What follows belongs to an exercise in optimizing a design on an open flow for small area and a short achievable clock period; a production flow would make more cautious choices. The RTL was checked by simulation tests, not by an equivalence proof against the original design.

run 1:
Design m68kCacheTop, start of the top module:
module m68kCacheTop (
	input logic Clock,
	input logic Reset_L,
	input logic AS_L,
	input logic UDS_L,
	input logic LDS_L,
	input logic WE_L,
	input logic DramSelect,
	input m68kBusPkg::busAddr CpuAddr,
	input m68kBusPkg::busWord CpuDataIn,
	output m68kBusPkg::busWord CpuDataOut,
	output logic DtackToCpu_L,
	output logic DramSel_L,
	output logic DramAS_L,
	output logic DramUDS_L,
	output logic DramLDS_L,
	output logic DramWE_L,
	output m68kBusPkg::busAddr DramAddr,
	output m68kBusPkg::busWord DramDataOut,
	input m68kBusPkg::busWord DramDataIn,
	input logic DramDtack_L,
	input logic CAS_Dram_L,
	input logic RAS_Dram_L
);
	cacheGeomPkg::addrFields cpuFields;
	cacheGeomPkg::lineIndex sweepIndex;
	logic sweepClear;
	logic entryWrite;
	logic phaseWrite;
	logic validSet;
	logic validClear;
	logic dataWrite;
	logic idle;
	logic captureBurst;
	logic hit;
	logic [8-1:0] readPos;
	cacheGeomPkg::wordSel linePhase;
	cacheGeomPkg::wordSel ringPhase;
	logic [8-1:0] phaseHot;
	logic [8-1:0] wordHot;
	logic [8-1:0] offsetHot;
	logic [8-1:0] lineHot;
	m68kBusPkg::busWord readWord;
	m68kBusPkg::busWord dataQ;
	assign cpuFields = cacheGeomPkg::addrFields'(CpuAddr);
	assign DramDataOut = CpuDataIn;
	always_comb begin
		for (int k = 0; k < 8; k++) begin
			wordHot[k] = cpuFields.word == cacheGeomPkg::wordSel'(k);
			lineHot[k] = linePhase == cacheGeomPkg::wordSel'(k);
		end
		for (int k = 0; k < 8; k++) begin
			offsetHot[k] = 1'b0;
			for (int j = 0; j < 8; j++)
				offsetHot[k] = offsetHot[k] | (phaseHot[j] & wordHot[(j + k) % 8]);
		end
		for (int p = 0; p < 8; p++) begin
			readPos[p] = 1'b0;
			for (int j = 0; j < 8; j++)
				readPos[p] = readPos[p] | (lineHot[j] & offsetHot[(p - j + 8) % 8]);
		end
	end
	always_ff @(posedge Clock) begin
		if (idle)
  ...
For scale: roughly 140 I/O pins, roughly 140,000 um^2 of cells after synthesis.
Settings: LEC_CHECK=0, ABC_CLOCK_PERIOD_IN_PS=3000, CAP_MARGIN=20, CORE_MARGIN=2, CORE_UTILIZATION=60, CTS_BUF_LIST=sky130_fd_sc_hd__clkbuf_8, CTS_CLUSTER_DIAMETER=50, CTS_CLUSTER_SIZE=16, SLEW_MARGIN=20, SETUP_SLACK_MARGIN=5.7; clock period 10.0 ns.
standard.sh (not shown) runs the stock make flow with config.mk's settings and CLKGATE_MAP_FILE= SYNTH_SCRIPT=/design/flow/synth_recipe.tcl, a recipe that flattens the netlist after the stock synthesis.
==> flow/flow/run.sh <==
#!/bin/bash
set -euo pipefail
echo "export SETUP_SLACK_MARGIN = 5.7" >> config.mk
export SETUP_SLACK_MARGIN=5.7
bash standard.sh > flow_make.log 2>&1
Run 1 closes out successfully: all stages finished, all timing, DRC and antenna checks passed.
### run 1 -> run 2
- a change of CORE_UTILIZATION from 60 to 50
--- a/flow/flow/run.sh
+++ b/flow/flow/run.sh
@@ -3,3 +3,4 @@
 echo "export SETUP_SLACK_MARGIN = 5.7" >> config.mk
 export SETUP_SLACK_MARGIN=5.7
+export PRE_IO_PLACEMENT_TCL="$PWD/flow/io_pairs.tcl"
 bash standard.sh > flow_make.log 2>&1
==> flow/flow/io_pairs.tcl (new file) <==
# keep each input next to the output it drives straight through
proc my_pair {a b} {
  set_io_pin_constraint -pin_names [list $a $b] -group -order
}
for {set i 0} {$i < 32} {incr i} {
  my_pair "CpuAddr\[$i\]" "DramAddr\[$i\]"
}
for {set i 0} {$i < 16} {incr i} {
  my_pair "CpuDataIn\[$i\]" "DramDataOut\[$i\]"
}
my_pair UDS_L DramUDS_L
my_pair LDS_L DramLDS_L
my_pair AS_L DramAS_L
my_pair WE_L DramWE_L
my_pair DramDtack_L DtackToCpu_L
- Min site row count across run 2 and run 1: run 1
- The total via count in the routed design of run 2 was superior to that of run 1.
- Run 2 finished every step from synthesis to the final layout, and the layout passed the timing, design-rule and antenna checks.
- Summary of run 2 over run 1: ratio of final minimum period to clock period -0.34 points; routed wire length +about 1.5%; design area +870 um^2.

-- re-timing with driven ports --
The flow's constraints put no driver on any port. The routed layouts listed below were extracted and timed again, unchanged, in two steps. Step 1, drivers: a clkbuf_16 drives Clock and a buf_2 each remaining input, both assumed. Step 2, shift: input delay + t, output delay - t, t = (earliest + latest rising clock arrival at the registers) / 2. This alone moves slack from input paths to output paths. Slacks: ideal ports / drivers / drivers and shift; pairs: ideal ports / drivers.
run | t (ns) | setup WS [ns] | hold WS [ns] | slew at the worst register clock pin (ns) | worst slew at a driven data input, ns
run 1 | 1.220 | 5.436 / 5.297 / 4.078 | 0.297 / 0.297 / 0.297 | 0.11 / 0.11 | 0.44
run 2 | 1.224 | 5.470 / 5.370 / 4.146 | 0.294 / 0.294 / 0.294 | 0.11 / 0.11 | 0.25
After both steps setup and hold are still met in every run listed. The setup slack of run 1, which loses most, moves by -0.139 ns with the drivers and by -1.358 ns with both steps.
